From an optimization exercise on the open Yosys and OpenROAD flow, aimed at small area, a short achievable clock period and few clock cycles per item; shortcuts taken in it are not production practice. The RTL was checked by simulation tests, not by an equivalence proof against the original design.

build 90:
// sle_top
module sle_top (
    input  logic        clk,
    input  logic        rst_n,
    input  logic        req_valid,
    output logic        req_stall,
    input  logic [1:0]  req_action,
    input  logic [4:0]  req_position,
    input  logic [31:0] req_item_value,
    output logic        rsp_valid,
    input  logic        rsp_stall,
    output logic [1:0]  rsp_status,
    output logic [31:0] rsp_read_value,
    output logic [4:0]  rsp_found_position,
    output logic [4:0]  rsp_count_now
);
Settings: LEC_CHECK=0, CAP_MARGIN=20, CORE_MARGIN=2, CORE_UTILIZATION=40, CTS_CLUSTER_DIAMETER=60, CTS_CLUSTER_SIZE=20, PLACE_DENSITY=0.6, SETUP_SLACK_MARGIN=1.5, SLEW_MARGIN=20; clock period 3.9 ns.
standard.sh (not shown) runs the stock make flow with config.mk's settings and CLKGATE_MAP_FILE= SYNTH_SCRIPT=/design/flow/synth_recipe.tcl, a recipe that flattens the netlist after the stock synthesis.
==> flow/flow/run.sh <==
#!/bin/bash
# Standard synthesis, then the standard ORFS layout with port buffers of a
# plain buffer cell and gate sizing not restricted to the cell's footprint.
set -euo pipefail
bash standard.sh synth > synth.log 2>&1
bash standard.sh MATCH_CELL_FOOTPRINT=0 "BUFFER_PORTS_ARGS=-buffer_cell sky130_fd_sc_hd__buf_2" finish > layout.log 2>&1
Testbench counts of build 90, summed over its fixed seeds: cycles 9,648, items 9,600.
### build 90 -> build 62
- CTS_CLUSTER_DIAMETER now 80, was 60
- CTS_CLUSTER_SIZE now 30, was 20
- PLACE_DENSITY now 0.7, was 0.6
- CORE_UTILIZATION now 55, was 40
### Flow results
Build 62 never completed; the flow aborted with a tool error in 5_1_grt. Against build 90, build 62 comes in 15% lower on x dimension of the die. Build 62 vs. build 90: worst-case setup slack after placement went up; synthesized instance count did not really move. In terms of share of synthesized cell area in and, or, nand and nor gates, build 62 and build 90 differ only marginally. Sort build 90 and build 62 by number of cells upsized or downsized after cts desc -> top: build 62. [compare] base=build 90 new=build 62: depth of the CTS H-tree saw little to no change, number of flops mapped to enable cells by yosys saw little to no change, number of clock sinks saw little to no change, height of the die saw a decrease. Buffer count from post-CTS setup fixing in build 62 is 5 below build 90. Number of CTS-inserted buffers of build 62 falls short of that of build 90 by more than a quarter.
Edits applied to the flow inputs when going from build 62 to build 26:
- CORE_UTILIZATION now 40, was 55
- CTS_CLUSTER_SIZE no longer set, was 30
- PLACE_DENSITY now 0.6, was 0.7
- CTS_CLUSTER_DIAMETER no longer set, was 80
[summary]
- Having completed the whole flow, build 26 delivered a layout that passed the timing, design-rule and antenna checks.
- Measured against build 62, the width of the chip of build 26 comes out at 1.17 times the reference value.
- Vertical extent of the die | build 26 above build 62
- [build 26] effective utilization at floorplan fell 15 points relative to build 62
- Clock buffer count from CTS, build 26 and build 62, lower one = build 62.
- Instance count after placement with tap cells included went up by a little under 10% going from build 62 to build 26.
- Compared build 26 vs build 62, and number of core rows is up in build 26.
Relative to build 26, the following input files were edited for build 46:
- PLACE_DENSITY: 0.6 -> 0.8
- CORE_UTILIZATION: 40 -> 65
The log for build 46 ends in 5_1_grt with error GRT-0232, so the run never completed. Diff build 46..build 26 | gate count after technology mapping | unchanged. From build 26 to build 46 the numbers moved as follows: die outline width shows a reduction of 21%; HPWL after detailed placement lost 28000 um. Build 46 against build 26; number of buffers inserted to repair setup after CTS is up by more than 10%. Routability-driven placement congestion ratio: build 26 and build 46 compared, lower one is build 26.
#### Input delta (build 52 over build 46)
- swapping 65 for 55 in CORE_UTILIZATION
- swapping 0.8 for 0.7 in PLACE_DENSITY
--- outcome ---
- FAIL build 52 @ 5_1_grt: tool exited with error
- Build 52 reports a higher post-placement setup slack than build 46 does.
- Of build 52 and build 46, it is build 52 that has the higher overall die width.
- On detailed placement HPWL, the higher figure sits with build 52, not build 46.
- Measured against build 52, the die height of build 46 comes out at 0.921 times the reference value.
- Cmp build 46 and build 52 / global placement routability congestion / lower: build 52
- Total number of H-tree levels: build 52 > build 46

## re-timing with driven ports
The flow's constraints put no driver on any port. The routed layouts listed below were extracted and timed again, unchanged, in two steps.
Step 1 assumes that a clkbuf_16 drives the clock port and a buf_2 every other input.
Step 2, shift: input delay + t, output delay - t, t = (earliest + latest rising clock arrival at the registers) / 2. This alone moves slack from input paths to output paths.
a / b / c = no drivers / after step 1 / after step 2; a / b = the first two.
run	shift t [ns]	setup slack, ns	hold slack, ns	worst register clock-pin slew, ns
build 90	0.708	1.276 / 1.300 / 0.608	0.098 / 0.056 / 0.478	0.09 / 0.09
build 26	0.700	1.262 / 1.262 / 0.622	0.122 / 0.068 / 0.479	0.07 / 0.07
After both steps every run listed still meets setup and hold. For build 90, which loses most, drivers alone change the setup slack by +0.024 ns; drivers and shift together by -0.668 ns.
